From an optimization exercise on the open Yosys and OpenROAD flow, aimed at small area, a short achievable clock period and few clock cycles; shortcuts taken in it are not production practice. At most, simulation tests tie the RTL to the original design; equivalence was not proved. The RTL of run 1 was laid out without a check of its function. Power is estimated from default activity; no workload was simulated.

`flow/run.sh`:
```
#!/bin/bash
# synth_recipe.tcl (not shown) runs the flow's synth.tcl, then flattens the netlist and writes it again
# the make line also repeats each setting of config.mk as NAME=value (left out here)
make -C /OpenROAD-flow-scripts/flow DESIGN_CONFIG=/design/flow/config.mk WORK_HOME=/design/flow/orfs CLKGATE_MAP_FILE= SYNTH_SCRIPT=/design/flow/synth_recipe.tcl finish
```
`flow/config.mk`:
```
export PLATFORM = sky130hd
export DESIGN_NAME = rv_core
export DESIGN_NICKNAME = rv_core
export VERILOG_FILES = /design/flow/design.v
export SDC_FILE = /design/flow/constraint.sdc
export NUM_CORES = 4
export LEC_CHECK = 0
export ABC_CLOCK_PERIOD_IN_PS = 5000
export CAP_MARGIN = 20
export CORE_MARGIN = 2
export CORE_UTILIZATION = 35
export CTS_BUF_LIST = sky130_fd_sc_hd__clkbuf_8
export CTS_CLUSTER_SIZE = 30
export PLACE_DENSITY = 0.5
export SETUP_SLACK_MARGIN = 5
export SLEW_MARGIN = 20
```
`flow/constraint.sdc`:
```
create_clock -name core_clock -period 10.0 [get_ports {clk_in}]
set_input_delay 2.0000 -clock core_clock [delete_from_list [all_inputs] [get_ports {clk_in}]]
set_output_delay 2.0000 -clock core_clock [all_outputs]
set_load 0.01 [all_outputs]
```
`flow/design.v`:
```
package rv_core_pkg;
    typedef enum logic [6:0] {
        OP_ARITH_R = 7'b0110011,
        OP_ARITH_I = 7'b0010011,
        OP_BRANCH  = 7'b1100011,
        OP_JAL     = 7'b1101111,
        OP_JALR    = 7'b1100111,
        OP_LOAD    = 7'b0000011,
        OP_STORE   = 7'b0100011,
        OP_LUI     = 7'b0110111,
        OP_AUIPC   = 7'b0010111
    } opcode_e;
    typedef enum logic [2:0] {
        F3_ADD_SUB = 3'b000,
        F3_SLL     = 3'b001,
        F3_SLT     = 3'b010,
        F3_SLTU    = 3'b011,
        F3_XOR     = 3'b100,
        F3_SRL_SRA = 3'b101,
        F3_OR      = 3'b110,
        F3_AND     = 3'b111
    } funct3_arith_e;
    typedef enum logic [2:0] {
        F3_BEQ  = 3'b000,
        F3_BNE  = 3'b001,
        F3_BLT  = 3'b100,
        F3_BGE  = 3'b101,
        F3_BLTU = 3'b110,
        F3_BGEU = 3'b111
    } funct3_branch_e;
    typedef enum logic [3:0] {
        ST_FETCH      = 4'b0001,
        ST_WAIT_FETCH = 4'b0010,
        ST_EXECUTE    = 4'b0100,
        ST_WAIT_MEM   = 4'b1000
    } core_state_e;
    typedef struct packed {
        logic [6:0] funct7;
        logic [4:0] rs2;
        logic [4:0] rs1;
        logic [2:0] funct3;
        logic [4:0] rd;
        logic [6:0] opcode;
    } instr_r_t;
    typedef struct packed {
        logic [11:0] imm;
        logic [4:0]  rs1;
        logic [2:0]  funct3;
        logic [4:0]  rd;
        logic [6:0]  opcode;
    } instr_i_t;
    typedef union packed {
        instr_r_t r;
        instr_i_t i;
    } instr_word_u;
    typedef struct packed {
        logic             arith_reg;
        logic             arith_imm;
        logic             branch;
        logic             jal;
        logic             jalr;
        logic             lui;
        logic             auipc;
        logic             load;
        logic             store;
        logic [4:0]       rd;
        logic [4:0]       rs1;
        logic [4:0]       rs2;
        logic [2:0]       funct3;
        logic             alt;
        logic [32-1:0] imm;
    } decoded_instr_t;
    typedef struct packed {
        logic [32-1:0] alu_result;
        logic [32-1:0] next_pc;
        logic [32-1:0] data_addr;
    } exec_result_t;
    typedef enum logic [1:0] {
        BUS_NONE  = 2'b00,
        BUS_LOAD  = 2'b01,
        BUS_STORE = 2'b10
    } bus_cmd_e;
    typedef struct packed {
        bus_cmd_e         cmd;
        logic [32-1:0] addr;
        logic [32-1:0] wdata;
    } bus_req_t;
endpackage
`timescale 1ns/1ps
module rv_core (
    input  logic             clk_in,
    input  logic             reset_in,
    output logic             wb_we,
    output logic             wb_stb,
    output logic             wb_cyc,
    output logic [32-1:0] wb_wdata,
    output logic [32-1:0] wb_addr,
    input  logic             wb_ack,
    input  logic [32-1:0] wb_rdata
);
    logic        run_q;       
    logic        mem_q;       
    logic        we_q;
    logic [29:0] addr_q;      
    logic [31:0] wdata_q;
    logic        ld_q;        
    logic [4:0]  ld_rd_q;
    assign wb_stb   = run_q;
    assign wb_cyc   = run_q;
    assign wb_we    = we_q;
    assign wb_addr  = {addr_q, 2'b00};
    assign wb_wdata = wdata_q;
    logic adv;
    assign adv = run_q & wb_ack;
    logic        x_valid;
    logic [29:0] x_pc;
    logic [31:0] x_rs1;
    logic [31:0] x_opb;        
    logic [12:0] x_imm;        
    logic [4:0]  x_rd;
    logic        x_ld1;        
    logic        x_ld2;        
    logic        x_pred;       
    logic        x_opb_rs2;    
    logic        x_sub;        
    logic        x_sleft;      
    logic        x_sra;        
    logic        x_r_add, x_r_sll, x_r_slt, x_r_sltu, x_r_xor, x_r_sr, x_r_or, x_r_and;
    logic        x_r_link;
    logic        x_beq, x_bne, x_blt, x_bge, x_bltu, x_bgeu;
    logic        x_branch;
    logic        x_jalr;
    logic        x_use_sum;    
    logic        x_mem;        
    logic        x_store;
    logic        x_ld_wr;      
    logic        x_wr;         
    logic [31:0] regs [1:31];
    logic [32:0] sum33;
    logic [31:0] sum;
    logic        lt_u;
    logic        lt_s;
    logic        eq;
    logic        taken;
    logic [31:0] tgt_base;
    logic [31:0] tgt_off;
    logic [31:0] tgt32;
    logic [29:0] tgt;
    logic [29:0] link;
    logic [31:0] shrev;
    logic [31:0] shin;
    logic [32:0] shx;
    logic [31:0] shr;
    logic [31:0] shl;
    logic [31:0] result;
    logic        redirect;
    logic        ex_go;
    assign sum33 = {1'b0, x_rs1} + {1'b0, x_opb ^ {32{x_sub}}} + {32'd0, x_sub};
    assign sum   = sum33[31:0];
    assign lt_u  = ~sum33[32];
    assign lt_s  = (x_rs1[31] ^ x_opb[31]) ? x_rs1[31] : sum[31];
    assign eq    = (x_rs1 == x_opb);
    assign taken = (x_beq & eq) | (x_bne & ~eq) | (x_blt & lt_s) | (x_bge & ~lt_s) |
                   (x_bltu & lt_u) | (x_bgeu & ~lt_u);
    assign tgt_base = x_store ? x_rs1 : {x_pc, 2'b00};
    assign tgt_off  = x_opb_rs2 ? {{19{x_imm[12]}}, x_imm} : x_opb;
    assign tgt32    = tgt_base + tgt_off;
    assign tgt      = tgt32[31:2];
    assign link     = x_pc + 30'd1;
    always_comb begin
        for (int i = 0; i < 32; i++) begin
            shrev[i] = x_rs1[31-i];
        end
    end
    assign shin = x_sleft ? shrev : x_rs1;
    assign shx  = $signed({x_sra & x_rs1[31], shin}) >>> x_opb[4:0];
    assign shr  = shx[31:0];
    always_comb begin
        for (int i = 0; i < 32; i++) begin
            shl[i] = shr[31-i];
        end
    end
    assign result = ({32{x_r_add}}  & sum) |
                    ({32{x_r_sll}}  & shl) |
                    ({32{x_r_slt}}  & {31'd0, lt_s}) |
                    ({32{x_r_sltu}} & {31'd0, lt_u}) |
                    ({32{x_r_xor}}  & (x_rs1 ^ x_opb)) |
                    ({32{x_r_sr}}   & shr) |
                    ({32{x_r_or}}   & (x_rs1 | x_opb)) |
                    ({32{x_r_and}}  & (x_rs1 & x_opb)) |
                    ({32{x_r_link}} & {link, 2'b00});
    assign ex_go    = adv & ~mem_q & x_valid;
    assign redirect = x_jalr | (x_branch & (taken ^ x_pred));
    logic [31:0] w;
    logic [6:0]  w_opc;
    logic [2:0]  w_f3;
    logic        w_op, w_opimm, w_lui, w_auipc, w_jal, w_jalr, w_branch, w_load, w_store;
    logic        w_alu;
    logic        w_use_rs2;
    logic        w_upper;
    logic [31:0] w_imm;
    logic [4:0]  w_rs1, w_rs2, w_rd;
    logic        fwd_ok;
    logic        fwd1, fwd2;
    assign w         = wb_rdata;
    assign w_opc     = w[6:0];
    assign w_f3      = w[14:12];
    assign w_op      = (w_opc == 7'b0110011);
    assign w_opimm   = (w_opc == 7'b0010011);
    assign w_lui     = (w_opc == 7'b0110111);
    assign w_auipc   = (w_opc == 7'b0010111);
    assign w_jal     = (w_opc == 7'b1101111);
    assign w_jalr    = (w_opc == 7'b1100111);
    assign w_branch  = (w_opc == 7'b1100011);
    assign w_load    = (w_opc == 7'b0000011);
    assign w_store   = (w_opc == 7'b0100011);
    assign w_alu     = w_op | w_opimm;
    assign w_use_rs2 = w_op | w_branch | w_store;
    assign w_upper   = w_lui | w_auipc;
    assign w_rs1     = w[19:15];
    assign w_rs2     = w[24:20];
    assign w_rd      = w[11:7];
    always_comb begin
        if (w_store) begin
            w_imm = {{20{w[31]}}, w[31:25], w[11:7]};
        end else if (w_branch) begin
            w_imm = {{20{w[31]}}, w[7], w[30:25], w[11:8], 1'b0};
        end else if (w_lui | w_auipc) begin
            w_imm = {w[31:12], 12'h000};
        end else if (w_jal) begin
            w_imm = {{12{w[31]}}, w[19:12], w[20], w[30:21], 1'b0};
        end else begin
            w_imm = {{20{w[31]}}, w[31:20]};
        end
    end
    logic [31:1] sel1, sel2;
    logic [31:0] rd1, rd2;
    always_comb begin
        rd1 = w_auipc ? {addr_q, 2'b00} : 32'd0;
        rd2 = w_use_rs2 ? 32'd0 : w_imm;
        for (int r = 1; r < 32; r++) begin
            sel1[r] = (w_rs1 == 5'(r)) & ~w_upper;
            sel2[r] = (w_rs2 == 5'(r)) & w_use_rs2;
            rd1 = rd1 | (regs[r] & {32{sel1[r]}});
            rd2 = rd2 | (regs[r] & {32{sel2[r]}});
        end
    end
    assign fwd_ok = ex_go & x_wr;
    assign fwd1   = fwd_ok & (w_rs1 == x_rd) & ~w_upper;
    assign fwd2   = fwd_ok & (w_rs2 == x_rd) & w_use_rs2;
    logic        w_pred;
    logic [29:0] w_off;
    logic [29:0] w_tgt;
    assign w_pred = w_jal | (w_branch & w[31]);
    assign w_off  = w_jal ? {{12{w[31]}}, w[19:12], w[20], w[30:22]} :
                            {{20{w[31]}}, w[7], w[30:25], w[11:9]};
    assign w_tgt  = addr_q + w_off;
    logic        rf_we;
    logic [4:0]  rf_wa;
    logic [31:0] rf_wd;
    assign rf_we = mem_q ? (adv & ld_q) : (ex_go & x_wr);
    assign rf_wa = mem_q ? ld_rd_q : x_rd;
    assign rf_wd = mem_q ? wb_rdata : result;
    always_ff @(posedge clk_in) begin
        if (rf_we) begin
            regs[rf_wa] <= rf_wd;
        end
    end
    logic accept;      
    assign accept = adv & ~mem_q;
    always_ff @(posedge clk_in) begin
        if (!reset_in) begin
            run_q   <= 1'b0;
            mem_q   <= 1'b0;
            we_q    <= 1'b0;
            addr_q  <= 30'd0;
            x_valid <= 1'b0;
        end else begin
            run_q <= 1'b1;
            if (adv) begin
                if (mem_q) begin
                    mem_q  <= 1'b0;
                    we_q   <= 1'b0;
                    addr_q <= x_pred ? tgt : link;
                end else if (x_valid & x_mem) begin
                    mem_q   <= 1'b1;
                    we_q    <= x_store;
                    addr_q  <= x_use_sum ? sum[31:2] : tgt;
                    x_valid <= 1'b1;
                end else if (x_valid & redirect) begin
                    addr_q  <= x_jalr ? sum[31:2] : (x_pred ? link : tgt);
                    x_valid <= 1'b0;
                end else begin
                    addr_q  <= w_pred ? w_tgt : addr_q + 30'd1;
                    x_valid <= 1'b1;
                end
            end
        end
    end
    always_ff @(posedge clk_in) begin
        if (ex_go) begin
            wdata_q <= x_opb;
            ld_q    <= x_ld_wr;
            ld_rd_q <= x_rd;
        end
    end
    always_ff @(posedge clk_in) begin
        if (accept) begin
            x_pc      <= addr_q;
            x_rs1     <= fwd1 ? result : rd1;
            x_opb     <= fwd2 ? result : rd2;
            x_imm     <= w_imm[12:0];
            x_rd      <= w_rd;
            x_ld1     <= x_ld_wr & (w_rs1 == x_rd) & ~w_upper;
            x_ld2     <= x_ld_wr & (w_rs2 == x_rd) & w_use_rs2;
            x_pred    <= w_pred;
            x_opb_rs2 <= w_use_rs2;
            x_sub     <= w_branch | (w_alu & (w_f3[2:1] == 2'b01)) |
                         (w_op & (w_f3 == 3'd0) & w[30]);
            x_sleft   <= (w_f3 == 3'd1);
            x_sra     <= (w_f3 == 3'd5) & w[30];
            x_r_add   <= (w_alu & (w_f3 == 3'd0)) | w_upper;
            x_r_sll   <= w_alu & (w_f3 == 3'd1);
            x_r_slt   <= w_alu & (w_f3 == 3'd2);
            x_r_sltu  <= w_alu & (w_f3 == 3'd3);
            x_r_xor   <= w_alu & (w_f3 == 3'd4);
            x_r_sr    <= w_alu & (w_f3 == 3'd5);
            x_r_or    <= w_alu & (w_f3 == 3'd6);
            x_r_and   <= w_alu & (w_f3 == 3'd7);
            x_r_link  <= w_jal | w_jalr;
            x_beq     <= w_branch & (w_f3 == 3'd0);
            x_bne     <= w_branch & (w_f3 == 3'd1);
            x_blt     <= w_branch & (w_f3 == 3'd4);
            x_bge     <= w_branch & (w_f3 == 3'd5);
            x_bltu    <= w_branch & (w_f3 == 3'd6);
            x_bgeu    <= w_branch & (w_f3 == 3'd7);
            x_branch  <= w_branch;
            x_jalr    <= w_jalr;
            x_use_sum <= w_jalr | w_load;
            x_mem     <= w_load | w_store;
            x_store   <= w_store;
            x_ld_wr   <= w_load & (w_rd != 5'd0);
            x_wr      <= (w_alu | w_lui | w_auipc | w_jal | w_jalr) & (w_rd != 5'd0);
        end else if (adv & mem_q & ld_q) begin
            if (x_ld1) begin
                x_rs1 <= wb_rdata;
            end
            if (x_ld2) begin
                x_opb <= wb_rdata;
            end
        end
    end
endmodule
```
==> results of run 1 <==
-- where the power goes --
group          total [mW]  internal (mW)  switching [mW]
combinational        1.19          0.370           0.817
clock                4.52           2.25            2.27
sequential           5.65           5.53           0.113
total                11.4           8.15            3.20
-- worst max-delay path, stage by stage --
cell,delay [ps]
dlygate4sd2_1,360
nand2b_1,250
or3_4,320
nand4b_1,170
buf_4,310
nor2_2,870
buf_4,560
a22o_1,210
a221oi_1,50
a31oi_1,940
a22o_1,280
-- metal layers --
metal	part of all wire, %	global-route usage [%]	wire length [um]
met5	0.13	1.16	474
met4	9.2	28.7	33400
met3	15	16.5	54000
met2	42	56.3	153000
met1	34	45.1	125000
-- final cells by class --
class / instances / area [um^2]
Multi-Input combinational cell: 3572 / 26500
Sequential cell: 1205 / 35800
Clock inverter: 163 / 1120
Timing Repair Buffer: 431 / 3720
Clock buffer: 208 / 2860
Tap cell: 2355 / 2950
Timing Repair inverter: 2 / 13.8
Inverter: 110 / 438
Fill cell: 16700 / 105000
Antenna cell: 33 / 82.6
-- registers in the layout, summed over array words and instances, names as in the netlist, 5 cells and up --
| name | cells |
|---|---|
| regs | 992 |
| ld_rd_q | 5 |
| x_pc | 30 |
| addr_q | 30 |
| x_opb | 32 |
| wdata_q | 32 |
| x_rs1 | 32 |
| x_imm | 13 |
| x_rd | 5 |
-- cell families (layout without fill, tap and decap cells) --
group,after synthesis,after routing,share of synthesized area [%]
xor gates and xnor gates,150,150,2.09
other,1,35,0.00597
adders and majority gates,157,157,3.15
AOI/OAI and AO/OA,1880,1883,21.8
and+or+nand+nor,1183,1185,8.96
buffers and inverters,488,914,3.00
muxes,195,195,3.87
DFF,1205,1205,57.1
-- through the flow --
step | worst slack [ps] | total power [mW] | hold slack, ps | area (um^2) | instances
2_1_floorplan | 4500 | 6.27 | 424 | 62900 | 5260
3_3_place_gp | 2330 | 6.84 | 472 | 68100 | 7598
3_5_place_dp | 2380 | 6.84 | 475 | 68300 | 7602
4_1_cts | 4910 | 11.3 | 499 | 73000 | 8030
5_1_grt | 4750 | 11.6 | 511 | 73500 | 8061
6_report | 4440 | 11.4 | 497 | 73500 | 8079
-- placed cells by master (no fill, tap or decap), types with 32 or more instances in the layout --
master / count
edfxtp_1: 1171
a22oi_1: 458
nand2_1: 372
buf_4: 303
o21ai_0: 276
a221oi_1: 244
clkbuf_8: 208
a21oi_1: 200
nor2_1: 199
a22o_1: 175
nand4_1: 166
inv_1: 161
ha_1: 149
nand3_1: 106
mux2i_1: 93
clkdlybuf4s50_1: 88
xor2_1: 81
a21o_1: 73
nor2_4: 70
mux2_2: 65
xnor2_1: 61
a222oi_1: 59
nor3_1: 56
o211ai_1: 53
clkinv_1: 49
nor4_1: 37
diode_2: 33
dfxtp_1: 33
a211oi_1: 32
-- path summary, 6_finish.rpt --
kind	from	to	slack, ps	cells past startpoint
worst max-delay path	wb_rdata[6]	x_rs1[0]	4440	11
worst min-delay path	x_ld_wr	ld_q	500	0
worst max register to register	x_opb[2]	regs[3][20]	4970	14
worst min register to register	x_ld_wr	ld_q	500	0
-- what timing repair did --
| item | CTS | global route |
|---|---|---|
| gates resized for setup | 87 | 57 |
| buffers inserted | 52 | 12 |
| gates cloned | 5 | 4 |
| endpoints found under the setup margin | 477 | 424 |
| pin swaps | 23 | 9 |
==> summary.md, run 1 <==
| Metric | Value |
|---|---|
| Hold/Removal Path Class | `flip-flop to flip-flop` |
| Final wirelength | `365000 um` |
| Headroom to the max-slew limit | `7.93%` |
| Gr usage total | `38.7%` |
| Max cap viols | `0` |
| RSZ-0062 raised after global routing | `true` |
| Peak supply drop | `0.130 mV` |
| Clk Latency, worst-skew pair | `1030 ps` |
| Tightest Pin Transition | `1380 ps` |
| Clk slew on worst S/H paths | `60 ps` |
| Core area | `178000 um^2` |
| Drt initial violations | `11600` |
| Mean Syn Cell Area | `11.9 um^2` |
| Nets | `5720` |
| Sequential share of the synthesized area | `57.1%` |
| Final Wtd Congestion | `1.02` |
| Largest area contributor in the netlist | `edfxtp_1` |
| Arrival time at the worst endpoint | `6370 ps` |
| CTS Hold Buffers Added | `0` |
| CTS tree | `done` |
| Synth cell types | `92` |
| Top-count cell post-synth | `edfxtp_1` |
| Initial antenna violation count | `45` |
| Setup-failing EPs final | `0` |
| Layout cell share with drive strength beyond 1 | `16.8%` |
| Die footprint | `183000 um^2` |
| # IOs | `102` |
| Cell Area, Synth | `62800 um^2` |
| CTS buffer count | `206` |
| Status | `finished clean` |
| Router iterations before antenna repair | `13` |
| Critical Path RT | `10810 ps` |
| Initial core utilization | `35.2%` |
| Tmin final | `5560 ps` |
| Post-synth top area share | `56.0%` |
| Synth Flop Type | `edfxtp_1` |
| Final hold violation count | `0` |
| Worst setup EP type | `flip-flop` |
| Maximum net fanout on the critical path | `17` |
| Vias in the first global route | `53800` |
| Antenna-violating nets left | `0` |
| Crit start category | `input port` |
| Die width | `427 um` |
| Wire length per cell | `45.2 um` |
| Register bit count reported by yosys | `1205` |
| Critical path class | `input port to flip-flop` |
| Main area contributors after synthesis | `edfxtp_1, a22oi_1, a221oi_1` |
| Ys async rst share | `0%` |
| Clk sinks | `1205` |
| Fmax achieved | `180 MHz` |
| Fin util | `41.3%` |
| Die Span Y | `427 um` |
| Power density over the cells | `154 nW/um^2` |
| Tcrit/Tclk final | `55.6%` |
| Routed vias | `58400` |
| Setup TNS Final | `0 ps` |
| CTS H-tree lvls | `4` |
| First-pass GRT wire length | `477000 um` |
| Row Count | `155` |
| Post-DP HPWL | `229000 um` |
| Layout Skew | `98.7 ps` |
| Number of synthesized flops with an enable pin | `1171` |
| # DRC | `0` |
| Lkg Pwr | `25.2 nW` |
| Gate Count Post-Synth | `5259` |
| Largest net degree at the start of global routing | `67` |
| Buffer depth of the longest clock path | `3` |
| Input/output buffers | `99` |
| Via/cell ratio | `7.23` |
| Area delta synth->final | `17.2%` |
| Remaining global-route overflow | `0` |
| Clock root buffer | `clkbuf_8` |
| Syn. warnings | `1` |
| Most frequent cells after synthesis | `edfxtp_1, a22oi_1, nand2_1` |
| Slew Limit Fails | `0` |
==> inputs of run 2 (changes only) <==
--- a/flow/design.v
+++ b/flow/design.v
@@ -121,5 +121,4 @@
     logic        x_ld1;        
     logic        x_ld2;        
-    logic        x_pred;       
     logic        x_opb_rs2;    
     logic        x_sub;        
@@ -131,4 +130,5 @@
     logic        x_branch;
     logic        x_jalr;
+    logic        x_jal;
     logic        x_use_sum;    
     logic        x_mem;        
@@ -181,15 +181,18 @@
         end
     end
-    assign result = ({32{x_r_add}}  & sum) |
-                    ({32{x_r_sll}}  & shl) |
-                    ({32{x_r_slt}}  & {31'd0, lt_s}) |
-                    ({32{x_r_sltu}} & {31'd0, lt_u}) |
-                    ({32{x_r_xor}}  & (x_rs1 ^ x_opb)) |
-                    ({32{x_r_sr}}   & shr) |
-                    ({32{x_r_or}}   & (x_rs1 | x_opb)) |
-                    ({32{x_r_and}}  & (x_rs1 & x_opb)) |
-                    ({32{x_r_link}} & {link, 2'b00});
+    logic ex_sel;
+    assign ex_sel = ~mem_q;
+    assign result = ({32{x_r_add  & ex_sel}} & sum) |
+                    ({32{x_r_sll  & ex_sel}} & shl) |
+                    ({32{x_r_slt  & ex_sel}} & {31'd0, lt_s}) |
+                    ({32{x_r_sltu & ex_sel}} & {31'd0, lt_u}) |
+                    ({32{x_r_xor  & ex_sel}} & (x_rs1 ^ x_opb)) |
+                    ({32{x_r_sr   & ex_sel}} & shr) |
+                    ({32{x_r_or   & ex_sel}} & (x_rs1 | x_opb)) |
+                    ({32{x_r_and  & ex_sel}} & (x_rs1 & x_opb)) |
+                    ({32{x_r_link & ex_sel}} & {link, 2'b00}) |
+                    ({32{mem_q}}             & wb_rdata);
     assign ex_go    = adv & ~mem_q & x_valid;
-    assign redirect = x_jalr | (x_branch & (taken ^ x_pred));
+    assign redirect = x_jal | x_jalr | (x_branch & taken);
     logic [31:0] w;
     logic [6:0]  w_opc;
@@ -237,9 +240,9 @@
     logic [31:0] rd1, rd2;
     always_comb begin
-        rd1 = w_auipc ? {addr_q, 2'b00} : 32'd0;
-        rd2 = w_use_rs2 ? 32'd0 : w_imm;
+        rd1 = 32'd0;
+        rd2 = 32'd0;
         for (int r = 1; r < 32; r++) begin
-            sel1[r] = (w_rs1 == 5'(r)) & ~w_upper;
-            sel2[r] = (w_rs2 == 5'(r)) & w_use_rs2;
+            sel1[r] = (w_rs1 == 5'(r));
+            sel2[r] = (w_rs2 == 5'(r));
             rd1 = rd1 | (regs[r] & {32{sel1[r]}});
             rd2 = rd2 | (regs[r] & {32{sel2[r]}});
@@ -247,22 +250,28 @@
     end
     assign fwd_ok = ex_go & x_wr;
-    assign fwd1   = fwd_ok & (w_rs1 == x_rd) & ~w_upper;
-    assign fwd2   = fwd_ok & (w_rs2 == x_rd) & w_use_rs2;
-    logic        w_pred;
-    logic [29:0] w_off;
-    logic [29:0] w_tgt;
-    assign w_pred = w_jal | (w_branch & w[31]);
-    assign w_off  = w_jal ? {{12{w[31]}}, w[19:12], w[20], w[30:22]} :
-                            {{20{w[31]}}, w[7], w[30:25], w[11:9]};
-    assign w_tgt  = addr_q + w_off;
+    assign fwd1   = fwd_ok & (w_rs1 == x_rd);
+    assign fwd2   = fwd_ok & (w_rs2 == x_rd);
+    logic [31:0] w_a;
+    logic [31:0] w_b;
+    assign w_a = (mem_q | (~w_upper & fwd1)) ? result :
+                 w_upper ? (w_auipc ? {addr_q, 2'b00} : 32'd0) : rd1;
+    assign w_b = (mem_q | (w_use_rs2 & fwd2)) ? result : w_use_rs2 ? rd2 : w_imm;
     logic        rf_we;
     logic [4:0]  rf_wa;
     logic [31:0] rf_wd;
-    assign rf_we = mem_q ? (adv & ld_q) : (ex_go & x_wr);
+    logic [31:1] rf_sel;
+    assign rf_we = mem_q ? ld_q : (x_valid & x_wr);
     assign rf_wa = mem_q ? ld_rd_q : x_rd;
-    assign rf_wd = mem_q ? wb_rdata : result;
+    assign rf_wd = result;
+    always_comb begin
+        for (int r = 1; r < 32; r++) begin
+            rf_sel[r] = rf_we & (rf_wa == 5'(r));
+        end
+    end
     always_ff @(posedge clk_in) begin
-        if (rf_we) begin
-            regs[rf_wa] <= rf_wd;
+        for (int r = 1; r < 32; r++) begin
+            if (adv & rf_sel[r]) begin
+                regs[r] <= rf_wd;
+            end
         end
     end
@@ -282,5 +291,5 @@
                     mem_q  <= 1'b0;
                     we_q   <= 1'b0;
-                    addr_q <= x_pred ? tgt : link;
+                    addr_q <= link;
                 end else if (x_valid & x_mem) begin
                     mem_q   <= 1'b1;
@@ -289,8 +298,8 @@
                     x_valid <= 1'b1;
                 end else if (x_valid & redirect) begin
-                    addr_q  <= x_jalr ? sum[31:2] : (x_pred ? link : tgt);
+                    addr_q  <= x_jalr ? sum[31:2] : tgt;
                     x_valid <= 1'b0;
                 end else begin
-                    addr_q  <= w_pred ? w_tgt : addr_q + 30'd1;
+                    addr_q  <= addr_q + 30'd1;
                     x_valid <= 1'b1;
                 end
@@ -308,11 +317,8 @@
         if (accept) begin
             x_pc      <= addr_q;
-            x_rs1     <= fwd1 ? result : rd1;
-            x_opb     <= fwd2 ? result : rd2;
             x_imm     <= w_imm[12:0];
             x_rd      <= w_rd;
             x_ld1     <= x_ld_wr & (w_rs1 == x_rd) & ~w_upper;
             x_ld2     <= x_ld_wr & (w_rs2 == x_rd) & w_use_rs2;
-            x_pred    <= w_pred;
             x_opb_rs2 <= w_use_rs2;
             x_sub     <= w_branch | (w_alu & (w_f3[2:1] == 2'b01)) |
@@ -337,4 +343,5 @@
             x_branch  <= w_branch;
             x_jalr    <= w_jalr;
+            x_jal     <= w_jal;
             x_use_sum <= w_jalr | w_load;
             x_mem     <= w_load | w_store;
@@ -342,11 +349,12 @@
             x_ld_wr   <= w_load & (w_rd != 5'd0);
             x_wr      <= (w_alu | w_lui | w_auipc | w_jal | w_jalr) & (w_rd != 5'd0);
-        end else if (adv & mem_q & ld_q) begin
-            if (x_ld1) begin
-                x_rs1 <= wb_rdata;
-            end
-            if (x_ld2) begin
-                x_opb <= wb_rdata;
-            end
+        end
+    end
+    always_ff @(posedge clk_in) begin
+        if (accept | (adv & mem_q & ld_q & x_ld1)) begin
+            x_rs1 <= w_a;
+        end
+        if (accept | (adv & mem_q & ld_q & x_ld2)) begin
+            x_opb <= w_b;
         end
     end
==> flow/flow/run.sh (new file) <==
#!/bin/bash
# The standard layout (the standard.sh, unchanged synthesis), with the
# setup repair told to aim 6 ns below the 10 ns clock, so that it keeps
# sizing the critical paths past the point where the clock is just met.
set -o pipefail
export SETUP_SLACK_MARGIN=6
bash standard.sh > standard.log 2>&1
==> flow/standard.sh (new file) <==
#!/bin/bash
# synth_recipe.tcl (not shown) runs the flow's synth.tcl, then flattens the netlist and writes it again
# the make line also repeats each setting of config.mk as NAME=value (left out here)
make -C /OpenROAD-flow-scripts/flow DESIGN_CONFIG=/design/flow/config.mk WORK_HOME=/design/flow/orfs CLKGATE_MAP_FILE= SYNTH_SCRIPT=/design/flow/synth_recipe.tcl "${@:-finish}"
--- a/flow/config.mk
+++ b/flow/config.mk
@@ -10,7 +10,7 @@
 export CORE_MARGIN = 2
 export CORE_UTILIZATION = 35
-export CTS_BUF_LIST = sky130_fd_sc_hd__clkbuf_8
-export CTS_CLUSTER_SIZE = 30
+export CTS_BUF_LIST = sky130_fd_sc_hd__clkbuf_16
+export CTS_CLUSTER_DIAMETER = 100
+export CTS_CLUSTER_SIZE = 20
 export PLACE_DENSITY = 0.5
-export SETUP_SLACK_MARGIN = 5
 export SLEW_MARGIN = 20
removed: flow/run.sh
==> summary.md, run 2 <==
| Metric | Value |
|---|---|
| Critical-path cell list | `buf_4 -> buf_4 -> mux4_2 -> nand2_1 -> nand2_1 -> o21ai_0 -> mux2i_1 -> o21ai_1 -> nor2_1 -> or3_4 -> a221o_1` |
| Power Internal | `7.47 mW` |
| Initial core utilization | `35.3%` |
| Peak supply drop | `0.127 mV` |
| Via/cell ratio | `7.46` |
| First-pass GRT wire length | `463000 um` |
| # IOs | `102` |
| Max incr delay on CP | `520 ps` |
| Headroom to the max-slew limit | `19.5%` |
| Post-DP HPWL | `205000 um` |
| Gate Count Post-Synth | `4844` |
| Tmin final | `4100 ps` |
| Slew Limit Fails | `0` |
| Largest register FFs | `992` |
| Die Span Y | `420 um` |
| Ys async rst share | `0%` |
| CTS buffer count | `74` |
| M1 WL | `122000 um` |
| Layout Skew | `88.6 ps` |
| Flop pwr share | `54.1%` |
| Main area contributors after synthesis | `edfxtp_1, a22oi_1, a22o_1` |
| Cell family with most CP delay | `compound AO/OA/AOI/OAI gates` |
| Hold/Removal Path Class | `flip-flop to flip-flop` |
| Fmax achieved | `244 MHz` |
| Tcrit/Tclk final | `41.0%` |
| Clk slew on worst S/H paths | `90 ps` |
| Hold Worst Slack | `491 ps` |
| Pre-CTS WS | `3480 ps` |
| Setup-failing EPs final | `0` |
| P_sw | `2.93 mW` |
| Sw Ratio | `28.2%` |
| CP max stage cell | `or3_4` |
| Lkg Pwr | `25.3 nW` |
| Buffer depth of the longest clock path | `3` |
| Drt initial violations | `12800` |
| CTS Hold Buffers Added | `0` |
| Die width | `420 um` |
| Cell Area, Synth | `60600 um^2` |
| Largest area contributor in the netlist | `edfxtp_1` |
| Antenna-violating nets left | `0` |
| Max cap viols | `0` |
| WL met2 | `146000 um` |
| CTS H-tree lvls | `3` |
| Area delta synth->final | `22.5%` |
| Nets | `5395` |
| Critical path class | `flip-flop to flip-flop` |
| Tightest Pin Transition | `1200 ps` |
| CTS tree | `done` |
| Top reg by flops | `regs` |
| Router iterations before antenna repair | `15` |
| Wire length per cell | `47.6 um` |
| Input/output buffers | `99` |
| Metal3 WL | `55900 um` |
| Row Count | `152` |
| Clock root buffer | `clkbuf_16` |
| Worst Setup Slack, final | `5900 ps` |
| Crit start category | `flip-flop` |
| Initial antenna violation count | `33` |
| Final hold violation count | `0` |
| Die footprint | `177000 um^2` |
| Gr usage total | `39.0%` |
| Final wirelength | `361000 um` |
| Post-synth top area share | `58.0%` |
| Clk Latency, worst-skew pair | `770 ps` |
| Most frequent cells after synthesis | `edfxtp_1, a22oi_1, nand2_1` |
| Placed cell areas | `65700 um^2` |
| Arrival time at the worst endpoint | `4610 ps` |
| Synth Flop Type | `edfxtp_1` |
| Syn. warnings | `2` |
| Clk sinks | `1205` |
| # DRC | `0` |
| Top-count cell post-synth | `edfxtp_1` |
| Sequential share of the synthesized area | `59.1%` |
| Setup TNS Final | `0 ps` |
| Routed vias | `56600` |
| Highest metal used | `met5` |
| Final Wtd Congestion | `1.06` |
| Remaining global-route overflow | `0` |
| Synth cell types | `107` |
| Critical Path RT | `10510 ps` |
| Register bit count reported by yosys | `1205` |
| Largest net degree at the start of global routing | `46` |
| Layout cell share with drive strength beyond 1 | `23.0%` |
| Core area | `172000 um^2` |
| Mean Syn Cell Area | `12.5 um^2` |
| Vias in the first global route | `51100` |
| Clock share of power | `31.2%` |
| Worst setup EP type | `flip-flop` |
| Most common cell after layout, fill and taps aside | `edfxtp_1` |
| Maximum net fanout on the critical path | `6` |
| Number of synthesized flops with an enable pin | `1171` |
| CP bufs+invs | `2` |
| Status | `finished clean` |
| RSZ-0062 raised after global routing | `true` |
| Post-Layout Inst Area | `74300 um^2` |
| Power density over the cells | `140 nW/um^2` |
| Commonest non-fill, non-tap cells in the layout | `edfxtp_1, a22oi_1, buf_4, nand2_1, a22o_1` |
| Comb pwr share | `14.7%` |
run 2: cell count changes after synthesis, moves of 40 or more:
| cell | before | now |
|---|---|---|
| o21ai_0 | 284 | 161 |
| nand2_1 | 375 | 302 |
| a221oi_1 | 254 | 182 |
| nand4_1 | 166 | 94 |
| a221o_1 | 21 | 91 |
| a21oi_1 | 230 | 163 |
| a21o_1 | 73 | 31 |
| nand3_1 | 110 | 151 |
| clkbuf_1 | 314 | 274 |
run 2: path summary, 6_finish.rpt:
kind | from | end | slack (ps) | cells past startpoint
worst max register to register | x_rs1[26] | x_rs1[18] | 5900 | 11
worst min-delay path | we_q | we_q | 490 | 2
worst max-delay path | x_rs1[26] | x_rs1[18] | 5900 | 11
worst min register to register | we_q | we_q | 490 | 2
run 2: power groups by stage:
stage | Clock (mW) | Sequential (mW) | Combinational, mW
3_3_place_gp | 0 | 5.77 | 1.11
6_report | 3.24 | 5.62 | 1.53
4_1_cts | 3.25 | 5.62 | 1.34
3_5_place_dp | 0 | 5.77 | 1.11
2_1_floorplan | 0 | 5.69 | 0.623
5_1_grt | 3.41 | 5.62 | 1.54
run 2: layer usage:
layer  global-route usage (%)  vias to the layer above
met5                    0.750                        -
met3                     15.8                     1922
met4                     30.2                       26
met2                     55.4                     6200
li1                         -                    20600
met1                     46.9                    27800
run 2: final cells by class:
cell class,count,area (um^2)
Clock buffer,75,1880
Tap cell,2310,2890
Antenna cell,23,57.6
Fill cell,15700,97700
Clock inverter,19,274
Inverter,108,450
Timing Repair Buffer,644,7040
Sequential cell,1205,35900
Timing Repair inverter,7,53.8
Multi-Input combinational cell,3192,25700
run 2: through the flow:
stage	instances	utilization [%]	total power, mW
after global routing	7560	43.2	10.6
after global placement	7110	38.2	6.89
after CTS	7416	41.7	10.2
final	7583	43.2	10.4
after floorplan	4845	-	6.31
after detailed placement	7112	38.2	6.89
run 2: kinds of logic (layout without fill, tap and decap cells):
kind of cell	after synthesis	after routing	share of synthesized area (%)
AOI/OAI and AO/OA	1677	1680	21.2
xor gates and xnor gates	148	148	2.14
adders and majority gates	128	128	2.65
buffers and inverters	454	853	2.96
DFF	1205	1205	59.1
muxes	159	159	3.46
other	1	25	0.00618
and+or+nand+nor	1072	1075	8.46
run 2: timing repair:
| action | in CTS | in global routing |
|---|---|---|
| setup endpoints to repair | 1823 | 788 |
| hold endpoints to repair | 0 | 0 |
| cloned | 19 | 23 |
| pin swaps | 81 | 83 |
| setup buffers | 191 | 120 |
| resized for setup | 505 | 234 |
run 2: worst register-to-register path: cells and delay by family, from the launching register on:
kind | cells | cell delay (ps)
flops | 1 | 510
simple gates | 4 | 1090
compound gates | 3 | 1110
mux | 2 | 670
buf+inv | 2 | 450
Testbench counts of run 2, summed over its fixed seeds: cycles 14,862.
==> inputs of run 3 (changes only) <==
--- a/flow/design.v
+++ b/flow/design.v
@@ -271,5 +271,5 @@
     always_ff @(posedge clk_in) begin
         for (int r = 1; r < 32; r++) begin
-            if (adv & rf_sel[r]) begin
+            if (rf_sel[r]) begin
                 regs[r] <= rf_wd;
             end
==> summary.md, run 3 <==
| Metric | Value |
|---|---|
| Status | `finished clean` |
| Drt initial violations | `11800` |
| CP endpoint | `regs[4][0]` |
| Headroom to the max-slew limit | `21.0%` |
| Die width | `417 um` |
| Die footprint | `174000 um^2` |
| Layout cell share with drive strength beyond 1 | `19.0%` |
| Final hold violation count | `0` |
| Cell Area, Synth | `59800 um^2` |
| CTS tree | `done` |
| Nets | `5155` |
| Initial antenna violation count | `12` |
| # DRC | `0` |
| Number of synthesized flops with an enable pin | `1171` |
| Register area | `35900 um^2` |
| Layout Skew | `57.4 ps` |
| Hold/Removal Path Class | `flip-flop to flip-flop` |
| Clk slew on worst S/H paths | `90 ps` |
| Critical Path RT | `10490 ps` |
| Most frequent cells after synthesis | `edfxtp_1, a221oi_1, a22o_1` |
| Post-synth top area share | `58.8%` |
| Final wirelength | `331000 um` |
| Critical path class | `flip-flop to flip-flop` |
| Arrival time at the worst endpoint | `4780 ps` |
| Router iterations before antenna repair | `17` |
| Worst setup EP type | `flip-flop` |
| # IOs | `102` |
| Largest register FFs | `992` |
| Largest net degree at the start of global routing | `63` |
| Vias in the first global route | `49300` |
| Reg-to-reg endpoint | `regs[4][0]` |
| Hold Worst Slack | `491 ps` |
| R2R setup slack | `5710 ps` |
| Ys async rst share | `0%` |
| Row Count | `151` |
| Power density over the cells | `140 nW/um^2` |
| Input/output buffers | `99` |
| Maximum net fanout on the critical path | `8` |
| Area of the multi-input gates | `24700 um^2` |
| Clk Latency, worst-skew pair | `750 ps` |
| Slew Limit Fails | `0` |
| Tightest Pin Transition | `1190 ps` |
| Initial core utilization | `35.3%` |
| Peak supply drop | `0.151 mV` |
| Reg-to-Reg Start | `x_sub` |
| Fmax achieved | `233 MHz` |
| Setup TNS Final | `0 ps` |
| Antenna-violating nets left | `0` |
| Area delta synth->final | `20.4%` |
| Post-DP HPWL | `186000 um` |
| Wire length per cell | `45.8 um` |
| Total power draw | `10.1 mW` |
| Fillers | `15600` |
| Top-count cell post-synth | `edfxtp_1` |
| Commonest non-fill, non-tap cells in the layout | `edfxtp_1, a221oi_1, a22o_1, a22oi_1, buf_4` |
| Final Wtd Congestion | `1.01` |
| Gr usage total | `36.3%` |
| Largest area contributor in the netlist | `edfxtp_1` |
| CTS buffer count | `74` |
| Sequential share of the synthesized area | `59.9%` |
| RSZ-0062 raised after global routing | `true` |
| Remaining global-route overflow | `0` |
| Synth cell types | `85` |
| Lkg Pwr | `24.1 nW` |
| Tcrit/Tclk final | `42.9%` |
| Register bit count reported by yosys | `1205` |
| Top reg by flops | `regs` |
| CP max stage cell | `or4b_4` |
| Critical-path cell list | `buf_6 -> buf_12 -> xor2_4 -> ha_4 -> a211oi_2 -> nor2_2 -> or4b_4 -> o21ai_4 -> nand4b_4 -> buf_4 -> nand3b_4 -> o21ai_1 -> a222oi_1 -> o21a_4 -> clkinvlp_4 -> clkbuf_16` |
| Tmin final | `4290 ps` |
| Mean Syn Cell Area | `12.7 um^2` |
| Synth Flop Type | `edfxtp_1` |
| Gate Count Post-Synth | `4723` |
| Reg2Reg Depth | `16` |
| Via/cell ratio | `7.42` |
| Most common cell after layout, fill and taps aside | `edfxtp_1` |
| Main area contributors after synthesis | `edfxtp_1, a221oi_1, a22o_1` |
| Die Span Y | `417 um` |
| CTS H-tree lvls | `3` |
| Crit start category | `flip-flop` |
| Syn. warnings | `2` |
| Max cap viols | `0` |
| Routed vias | `53700` |
| Max incr delay on CP | `590 ps` |
| Clk sinks | `1205` |
| Buffer depth of the longest clock path | `3` |
| Setup-failing EPs final | `0` |
| Crit path from | `x_sub` |
| Core area | `170000 um^2` |
| First-pass GRT wire length | `433000 um` |
| Clock root buffer | `clkbuf_16` |
[run 3: report_power, final]
group          total [mW]  internal, mW  switching [mW]
clock                3.25          1.43            1.83
sequential           5.63          5.53          0.0991
combinational        1.23         0.450           0.784
[run 3: critical path, delay by kind of cell, from the launching register on]
kind	cells	cell delay [ps]
simple gates	4	910
fa+ha+maj	1	290
flops	1	450
compound gates	5	1290
xor+xnor	1	160
buf+inv	5	930
[run 3: repair_timing]
item                       CTS  global route
gates resized for setup    441           184
pin swaps                   65            76
hold buffers                 0             0
buffers inserted           133            49
cloned                      33            16
setup endpoints to repair  947           399
[run 3: through the flow]
stage | worst slack (ps) | area [um^2] | util, % | std cells
2_1_floorplan | 5490 | 59900 | - | 4724
3_3_place_gp | 3650 | 64700 | 38.1 | 6902
3_5_place_dp | 3620 | 64700 | 38.1 | 6902
4_1_cts | 5850 | 70500 | 41.6 | 7161
5_1_grt | 5580 | 72000 | 42.4 | 7228
6_report | 5710 | 72000 | 42.4 | 7241
[run 3: how the worst min path moves through the flow]
stage	startpoint	end	depth (start not counted)
2_1_floorplan	x_rd[3]	ld_rd_q[3]	0
5_1_grt	x_ld_wr	ld_q	0
4_1_cts	x_ld_wr	ld_q	0
3_3_place_gp	we_q	we_q	2
3_5_place_dp	x_ld_wr	ld_q	0
6_report	we_q	we_q	2
[run 3: cell type report]
class	instances	area share, %
Timing Repair Buffer	522	8.43
Clock inverter	19	0.405
Inverter	92	0.537
Tap cell	2218	3.85
Multi-Input combinational cell	3092	34.3
Timing Repair inverter	5	0.0521
Clock buffer	74	2.57
Antenna cell	14	0.0486
Sequential cell	1205	49.8
[run 3: cell families (layout without fill, tap and decap cells)]
| kind of cell | after synthesis | count (layout) | synth area share, % |
|---|---|---|---|
| simple gates | 986 | 988 | 7.86 |
| compound gates | 1658 | 1663 | 21.3 |
| xor+xnor | 151 | 151 | 2.21 |
| fa+ha+maj | 128 | 128 | 2.69 |
| buf+inv | 434 | 712 | 2.80 |
| mux | 160 | 160 | 3.17 |
| flops | 1205 | 1205 | 59.9 |
| other cells | 1 | 16 | 0.00627 |
[run 3: layer usage]
metal | GRT usage, % | share of wire (%) | vias to the layer above
li1 | - | - | 20000
met1 | 45.0 | 35 | 26500
met2 | 52.4 | 41 | 5598
met3 | 14.6 | 15 | 1646
met4 | 23.1 | 8.7 | 16
met5 | 0.139 | 0.037 | -
Testbench counts of run 3, summed over its fixed seeds: cycles 14,862.
==> inputs of run 4 (changes only) <==
--- a/flow/config.mk
+++ b/flow/config.mk
@@ -9,8 +9,8 @@
 export CAP_MARGIN = 20
 export CORE_MARGIN = 2
-export CORE_UTILIZATION = 35
+export CORE_UTILIZATION = 40
 export CTS_BUF_LIST = sky130_fd_sc_hd__clkbuf_16
 export CTS_CLUSTER_DIAMETER = 100
 export CTS_CLUSTER_SIZE = 20
-export PLACE_DENSITY = 0.5
+export PLACE_DENSITY = 0.55
 export SLEW_MARGIN = 20
==> summary.md, run 4 <==
| Metric | Value |
|---|---|
| Reg-to-Reg Start | `x_sub` |
| Layout cell share with drive strength beyond 1 | `22.4%` |
| Clk sinks | `1205` |
| Area delta synth->final | `23.3%` |
| Setup-failing EPs final | `0` |
| Most common cell after layout, fill and taps aside | `edfxtp_1` |
| Gate Count Post-Synth | `4723` |
| Core area | `148000 um^2` |
| Maximum net fanout on the critical path | `8` |
| Register bit count reported by yosys | `1205` |
| Mean Syn Cell Area | `12.7 um^2` |
| Ys async rst share | `0%` |
| Routing usage on met3 | `18.0%` |
| Headroom to the max-slew limit | `14.8%` |
| # IOs | `102` |
| Initial antenna violation count | `17` |
| Router iterations before antenna repair | `14` |
| Vias in the first global route | `50500` |
| Buffer depth of the longest clock path | `3` |
| Fin util | `49.8%` |
| Hold/Removal Path Class | `flip-flop to flip-flop` |
| Register area | `35900 um^2` |
| Synth cell types | `85` |
| Nets | `5271` |
| Arrival time at the worst endpoint | `4720 ps` |
| Input/output buffers | `99` |
| Largest area contributor in the netlist | `edfxtp_1` |
| Commonest non-fill, non-tap cells in the layout | `edfxtp_1, a22o_1, buf_4, a221oi_1, a22oi_1` |
| Fillers | `12600` |
| Reg2Reg Depth | `14` |
| Die width | `391 um` |
| M2 GR Usage | `58.1%` |
| CTS H-tree lvls | `3` |
| Crit start category | `flip-flop` |
| Layout Skew | `48.1 ps` |
| Hold Worst Slack | `494 ps` |
| Tmin final | `4320 ps` |
| Status | `finished clean` |
| Setup TNS Final | `0 ps` |
| Reg-to-reg endpoint | `regs[8][0]` |
| Largest register FFs | `992` |
| Slew Limit Fails | `0` |
| Tightest Pin Transition | `1270 ps` |
| Most frequent cells after synthesis | `edfxtp_1, a221oi_1, a22o_1` |
| Synth Flop Type | `edfxtp_1` |
| Power density over the cells | `137 nW/um^2` |
| Area of the multi-input gates | `25300 um^2` |
| Final cell count without fillers | `7077` |
| Critical path class | `flip-flop to flip-flop` |
| Fmax achieved | `231 MHz` |
| # DRC | `0` |
| First-pass GRT wire length | `430000 um` |
| Main area contributors after synthesis | `edfxtp_1, a221oi_1, a22o_1` |
| RSZ-0062 raised after global routing | `true` |
| Sequential share of the synthesized area | `59.9%` |
| WHS Endpoint | `we_q` |
| Row Count | `141` |
| Lkg Pwr | `25.0 nW` |
| Largest net degree at the start of global routing | `63` |
| Critical Path RT | `10400 ps` |
| Worst setup EP type | `flip-flop` |
| Clk Latency, worst-skew pair | `730 ps` |
| CTS buffer count | `74` |
| Die Span Y | `391 um` |
| Via/cell ratio | `7.86` |
| Die footprint | `153000 um^2` |
| Initial core utilization | `40.4%` |
| Cell Area, Synth | `59800 um^2` |
| Clk slew on worst S/H paths | `90 ps` |
| Drt initial violations | `12600` |
| Hold path start | `we_q` |
| R2R setup slack | `5680 ps` |
| Top-count cell post-synth | `edfxtp_1` |
| Clock root buffer | `clkbuf_16` |
| Wire length per cell | `46.8 um` |
| Post-synth top area share | `58.8%` |
| Peak supply drop | `0.114 mV` |
| Remaining global-route overflow | `0` |
| Routed vias | `55600` |
| Final Wtd Congestion | `1.00` |
| GR peak layer | `met2` |
| Syn. warnings | `2` |
| CTS tree | `done` |
| Tcrit/Tclk final | `43.2%` |
| Number of synthesized flops with an enable pin | `1171` |
| DP Cell Count | `6615` |
| Final hold violation count | `0` |
| Top reg by flops | `regs` |
| Post-DP HPWL | `184000 um` |
| Gr usage total | `41.1%` |
| Antenna-violating nets left | `0` |
| Grt met1 use | `49.7%` |
| Max cap viols | `0` |
| Final wirelength | `331000 um` |
| Hold Path Depth | `2` |
[run 4: worst max-delay path by stage]
stage / from / to / slack [ps] / depth (start not counted)
after floorplan: wb_ack / x_opb[0] / 5490 / 4
after global placement: wb_rdata[18] / x_rs1[21] / 3920 / 11
after detailed placement: wb_rdata[17] / x_rs1[2] / 3850 / 10
after CTS: x_sub / regs[31][0] / 5800 / 15
after global routing: x_sub / regs[28][0] / 5720 / 15
final: x_sub / regs[8][0] / 5680 / 14
[run 4: cell type report]
| type | count | share of cell area (%) |
|---|---|---|
| sequential | 1205 | 48.6 |
| timing repair buffer | 638 | 10.3 |
| inverter | 92 | 0.504 |
| clock buffer | 76 | 2.58 |
| antenna | 17 | 0.0577 |
| tap | 1930 | 3.27 |
| multi-input combinational | 3092 | 34.3 |
| clock inverter | 22 | 0.258 |
| timing repair inverter | 5 | 0.0475 |
[run 4: timing repair]
item	CTS	global route
gates resized for setup	543	253
pin swaps	114	139
hold buffers	0	0
gates cloned	31	24
setup buffers	210	81
setup endpoints to repair	916	485
[run 4: logic make-up (layout without fill, tap and decap cells)]
logic type	after synthesis	after routing	synth area share, %
AOI/OAI and AO/OA	1658	1664	21.3
xor gates and xnor gates	151	151	2.21
adders and majority gates	128	128	2.69
buffers and inverters	434	833	2.80
DFF	1205	1205	59.9
muxes	160	160	3.17
other	1	19	0.00627
and+or+nand+nor	986	987	7.86
[run 4: worst max-delay path, cell delays in order (launching register included)]
cell and delay [ps]:
edfxtp_1 410, buf_6 160, buf_16 160, xor2_1 160, ha_2 380, nand2_1 160
a211o_1 340, a21oi_4 270, o21a_4 200, o21bai_4 60, a21o_1 180, and2_4 190
a222oi_1 620, o21a_4 390, clkinvlp_4 280
[run 4: where the power goes]
group / internal [mW] / switching (mW) / leakage [nW]
clock network: 1.41 / 1.79 / 1.05
registers: 5.53 / 0.0987 / 11.2
logic: 0.491 / 0.811 / 12.7
[run 4: per-stage QoR]
stage                     total power [mW]  area, um^2  setup slack (ps)
final                                 10.1       73800              5680
after detailed placement              6.70       64300              3850
after global placement                6.70       64300              3920
after CTS                             9.96       71300              5800
after global routing                  10.3       73700              5720
after floorplan                       6.25       59900              5490
[run 4: metal layers]
metal / vias to the layer above / wire [um]
met4: 25 / 33900
met2: 6317 / 132000
li1: 20300 / -
met5: - / 420
met3: 2130 / 54100
met1: 26900 / 110000

port drivers added, routing unchanged:
How much do the figures lean on ideal ports? The routed layouts below were timed once more, with nothing changed but the port constraints.
Step 1: set_driving_cell puts a clkbuf_16 on clk_in and a buf_2 on each other input, an assumption about the parent block.
Step 2, shift: input delay + t, output delay - t, t = (earliest + latest rising clock arrival at the registers) / 2. This alone moves slack from input paths to output paths.
Slacks: no drivers / after step 1 / after step 2; pairs: no drivers / after step 1.
| run | shift t [ns] | setup WS [ns] | worst setup path after step 2 |
|---|---|---|---|
| run 1 | 1.071 | 4.439 / 4.377 / 3.307 | input to register |
| run 2 | 0.825 | 5.899 / 5.875 / 5.143 | input to register |
| run 3 | 0.808 | 5.712 / 5.712 / 5.011 | input to register |
| run 4 | 0.788 | 5.678 / 5.678 / 5.136 | input to register |
After both steps setup and hold are still met in every run listed. The setup slack of run 1, which loses most, moves by -0.062 ns with the drivers and by -1.132 ns with both steps.
